Background: an optimization exercise with open tools, aiming at small area, a short achievable clock period and few clock cycles per item. Do not read the settings as production practice. The RTL was checked by simulation tests, not by an equivalence proof against the original design. Power is estimated from default activity; no workload was simulated.

Design step_sequencer_with_key_debounce_top, start of the top module:
module step_sequencer_with_key_debounce_top #(
   parameter int CHANNELS = sqd_pkg::DEFAULT_CHANNELS,
   parameter int SETTLE_READS = sqd_pkg::DEFAULT_SETTLE_READS
) (
   input  logic clock,
   input  logic reset,
   input  logic req_valid,
   output logic req_ready,
   input  logic [1:0] req_mode,
   input  logic [sqd_pkg::KEY_W-1:0] req_scan_bits,
   input  logic [sqd_pkg::CH_W-1:0] req_wr_channel,
   input  logic [sqd_pkg::STEP_W-1:0] req_wr_step,
   input  logic [sqd_pkg::NOTE_W-1:0] req_wr_note,
   input  logic req_wr_enabled,
   output logic rsp_valid,
   input  logic rsp_ready,
   output logic rsp_advanced,
   output logic [sqd_pkg::STEP_W-1:0] rsp_step_index,
   output logic [sqd_pkg::CV_W-1:0] rsp_cv_first,
   output logic [sqd_pkg::CV_W-1:0] rsp_cv_second,
   output logic rsp_gate_first,
   output logic rsp_gate_second,
   output logic rsp_gate_drum,
   output logic [sqd_pkg::STEPS-1:0] rsp_led_mask,
   output logic [sqd_pkg::KEY_W-1:0] rsp_keys_down,
   input  logic csr_valid,
   output logic csr_ready,
   input  logic [1:0] csr_index,
   input  logic [sqd_pkg::CSR_DATA_W-1:0] csr_data
);
   localparam int STEPS = sqd_pkg::STEPS;
   localparam int STEP_W = sqd_pkg::STEP_W;
   localparam int LEN_W = sqd_pkg::LEN_W;
   localparam int KEY_W = sqd_pkg::KEY_W;
   localparam int NOTE_W = sqd_pkg::NOTE_W;
   localparam int CH_W = sqd_pkg::CH_W;
   localparam logic [sqd_pkg::COUNT_W-1:0] SETTLE_LAST = sqd_pkg::COUNT_W'(SETTLE_READS - 1);
   function automatic logic [1:0] compare(input logic [LEN_W-1:0] a, input logic [LEN_W-1:0] b);
      logic [LEN_W-1:0] gt, eq;
      gt = a & ~b;
      eq = ~(a ^ b);
      for (int w = 1; w < LEN_W; w = w * 2) begin
         for (int i = 0; i + w < LEN_W; i = i + 2 * w) begin
            gt[i] = gt[i + w] | (eq[i + w] & gt[i]);
            eq[i] = eq[i + w] & eq[i];
         end
      end
      compare = {gt[0], eq[0]};
   endfunction
   logic move;
   logic accept;
   logic [1:0] skid_mode, s0_mode;
   logic [KEY_W-1:0] port_pay, skid_pay, s0_pay;
   logic skid_valid, s0_valid;
   assign csr_ready = 1'b1;
   assign req_ready = !skid_valid;
   assign accept = req_valid && !skid_valid;
   assign port_pay = (req_mode == 2'd0) ? req_scan_bits
  ...
For scale: about 550 flip-flops, roughly 120 I/O pins.
Settings: LEC_CHECK=0, CAP_MARGIN=20, CORE_MARGIN=2, CORE_UTILIZATION=65, SLEW_MARGIN=20, TNS_END_PERCENT=100; clock period 10.0 ns.
standard.sh (not shown) runs the stock make flow with config.mk's settings and CLKGATE_MAP_FILE= SYNTH_SCRIPT=/design/flow/synth_recipe.tcl, a recipe that flattens the netlist after the stock synthesis.
==> flow/flow/run.sh <==
#!/bin/bash
# Standard layout with three changes to how it is made:
#  - timing repair aims past the clock period: repair_timing works until every path has
#    6.6 ns of setup slack at the 10 ns clock;
#  - every port still gets its own buffer, but the smallest one (buf_1);
#  - the clock tree uses clkbuf_8 buffers, clustering up to 14 sinks per leaf buffer,
#    with no dummy loads.
set -euo pipefail
export SETUP_SLACK_MARGIN=6.6
export BUFFER_PORTS_ARGS="-buffer_cell sky130_fd_sc_hd__buf_1"
export CTS_ARGS="-sink_clustering_enable -repair_clock_nets -sink_clustering_size 14 -sink_clustering_max_diameter 60 -dont_use_dummy_load -buf_list sky130_fd_sc_hd__clkbuf_8"
bash standard.sh > standard.log 2>&1
Testbench counts at the start, summed over its fixed seeds: cycles 19,296, items 19,200.
Rerun with:
--- a/flow/design.v
+++ b/flow/design.v
@@ -145,20 +145,22 @@
          s0_pay <= skid_valid ? skid_pay : port_pay;
       end
    end
    logic [KEY_W-1:0] s0_scan_bits;
    logic [CH_W-1:0] s0_wr_channel;
    logic [STEP_W-1:0] s0_wr_step;
    logic [NOTE_W-1:0] s0_wr_note;
    logic s0_wr_enabled;
    assign s0_scan_bits = s0_pay;
    assign {s0_wr_channel, s0_wr_step, s0_wr_note, s0_wr_enabled} = s0_pay[14:0];
+   logic state_reset;
+   always_ff @(posedge clock) state_reset <= reset;
    logic [LEN_W-1:0] step_length_ff;
    logic run_enable_ff;
    logic [CH_W-1:0] edit_channel_ff;
    logic [STEPS-1:0] rows_ff [CHANNELS];
    logic [NOTE_W-1:0] notes0_ff [STEPS];
    logic [NOTE_W-1:0] notes1_ff [STEPS];
    logic [STEP_W-1:0] step_ff;
    logic [LEN_W-1:0] elapsed_ff;
    logic [KEY_W-1:0] last_scan_ff;
    logic [sqd_pkg::COUNT_W-1:0] count_ff;
@@ -200,91 +202,94 @@
          case (csr_index)
             2'd0: step_length_ff <= csr_data[LEN_W-1:0];
             2'd1: run_enable_ff <= csr_data[0];
             2'd2: edit_channel_ff <= csr_data[CH_W-1:0];
             default: begin
             end
          endcase
       end
    end
    logic [STEP_W-1:0] step_plus1;
-   assign step_plus1 = step_ff + 1'b1;
    always_ff @(posedge clock) begin
-      if (reset) begin
+      if (state_reset) begin
          step_ff <= '0;
+         step_plus1 <= STEP_W'(1);
          elapsed_ff <= '0;
          last_scan_ff <= sqd_pkg::SCAN_IDLE;
          count_ff <= '0;
          settled_ff <= '0;
          advanced_ff <= 1'b0;
       end else if (apply) begin
          advanced_ff <= advance;
-         if (advance) step_ff <= step_plus1;
+         if (advance) begin
+            step_ff <= step_plus1;
+            step_plus1 <= step_plus1 + 1'b1;
+         end
          elapsed_ff <= elapsed_next;
          if (is_scan) begin
             if (same_scan) begin
                count_ff <= count_ff + 1'b1;
             end else begin
                last_scan_ff <= s0_scan_bits;
                count_ff <= '0;
             end
          end
          if (settle) settled_ff <= ~s0_scan_bits;
       end
    end
    logic [STEPS-1:0] row_col;
    logic row_bit_write, row_bit_flip;
    assign row_col = is_write ? wr_hot : (settled_ff & s0_scan_bits);
-   assign row_bit_write = !reset && is_write && s0_wr_enabled;
-   assign row_bit_flip = !reset && !is_write;
+   assign row_bit_write = !state_reset && is_write && s0_wr_enabled;
+   assign row_bit_flip = !state_reset && !is_write;
    for (genvar c = 0; c < CHANNELS; c++) begin : g_row
       logic row_en;
-      assign row_en = reset || (apply && ((is_write && (32'(s0_wr_channel) == c))
+      assign row_en = state_reset || (apply && ((is_write && (32'(s0_wr_channel) == c))
                                           || (settle && (32'(edit_channel_ff) == c))));
       always_ff @(posedge clock) begin
          for (int s = 0; s < STEPS; s++) begin
-            if (row_en && (reset || row_col[s]))
+            if (row_en && (state_reset || row_col[s]))
                rows_ff[c][s] <= row_bit_write || (row_bit_flip && !rows_ff[c][s]);
          end
       end
    end
    logic [NOTE_W-1:0] cur0_next, cur1_next;
    logic hit_here, hit_next;
    assign hit_here = is_write && (s0_wr_step == step_ff);
    assign hit_next = is_write && (s0_wr_step == step_plus1);
    always_comb begin
       if (advance) begin
          cur0_next = (hit_next && s0_wr_channel == 3'd0) ? s0_wr_note : notes0_ff[step_plus1];
          cur1_next = (hit_next && s0_wr_channel == 3'd1) ? s0_wr_note : notes1_ff[step_plus1];
       end else begin
          cur0_next = (hit_here && s0_wr_channel == 3'd0) ? s0_wr_note : cur0_ff;
          cur1_next = (hit_here && s0_wr_channel == 3'd1) ? s0_wr_note : cur1_ff;
       end
    end
    always_ff @(posedge clock) begin
-      if (reset) begin
+      if (state_reset) begin
          cur0_ff <= '0;
          cur1_ff <= '0;
       end else if (apply) begin
          cur0_ff <= cur0_next;
          cur1_ff <= cur1_next;
       end
    end
    logic [NOTE_W-1:0] note_wdata;
    logic note_wr0, note_wr1;
-   assign note_wdata = reset ? '0 : s0_wr_note;
-   assign note_wr0 = reset || (apply && is_write && (s0_wr_channel == 3'd0));
-   assign note_wr1 = reset || (apply && is_write && (s0_wr_channel == 3'd1));
+   assign note_wdata = state_reset ? '0 : s0_wr_note;
+   assign note_wr0 = state_reset || (apply && is_write && (s0_wr_channel == 3'd0));
+   assign note_wr1 = state_reset || (apply && is_write && (s0_wr_channel == 3'd1));
    always_ff @(posedge clock) begin
       for (int s = 0; s < STEPS; s++) begin
-         if (note_wr0 && (reset || wr_hot[s])) notes0_ff[s] <= note_wdata;
-         if (note_wr1 && (reset || wr_hot[s])) notes1_ff[s] <= note_wdata;
+         if (note_wr0 && (state_reset || wr_hot[s])) notes0_ff[s] <= note_wdata;
+         if (note_wr1 && (state_reset || wr_hot[s])) notes1_ff[s] <= note_wdata;
       end
    end
    sqd_pkg::rsp_item_type result, rsp_ff;
    logic rsp_valid_ff;
    logic [sqd_pkg::CV_W-1:0] cv_first, cv_second;
    assign move = !rsp_valid_ff || rsp_ready;
    sqd_cv_rom u_cv_first (.note(cur0_ff), .cv(cv_first));
    sqd_cv_rom u_cv_second (.note(cur1_ff), .cv(cv_second));
    always_comb begin
       result.advanced = advanced_ff;
The changed run produced a clean layout.
Final cell count goes down by 1.3%.
Hold slack stays flat.
Area after synthesis barely changes.
Setup slack gets worse by 0.043 ns.
Sequential share of layout area goes up by 0.17 points.
Design area goes up by 0.33%.
Total power goes down by 15%.
Clock skew goes down by 0.019 ns.
Fmax goes down by 1.3%.
Testbench counts after the change, summed over its fixed seeds: cycles 19,296, items 19,200.

-- port drivers added, routing unchanged --
How much do the figures lean on ideal ports? The routed layouts below were timed once more, with nothing changed but the port constraints.
Step 1: set_driving_cell puts a clkbuf_16 on clock and a buf_2 on each other input, an assumption about the parent block.
Step 2 adds t to the input delays and takes it off the output delays; t is the mean of the earliest and latest rising clock arrival at the registers after step 1. Input paths then give back, and output paths get back, about the clock's delay inside the block.
Three values: ideal ports, drivers, drivers and shift; two values: the first two.
| run | t, ns | slack for setup (ns) | worst slew at a driven data input, ns | pins driven straight from the clock port |
|---|---|---|---|---|
| the first run | 0.698 | 6.643 / 6.622 / 5.973 | 0.04 | 1 |
| the second run | 0.685 | 6.601 / 6.582 / 5.897 | 0.07 | 1 |
After both steps setup and hold are still met in every run listed. For the second run, which loses most, drivers alone change the setup slack by -0.019 ns; drivers and shift together by -0.704 ns.
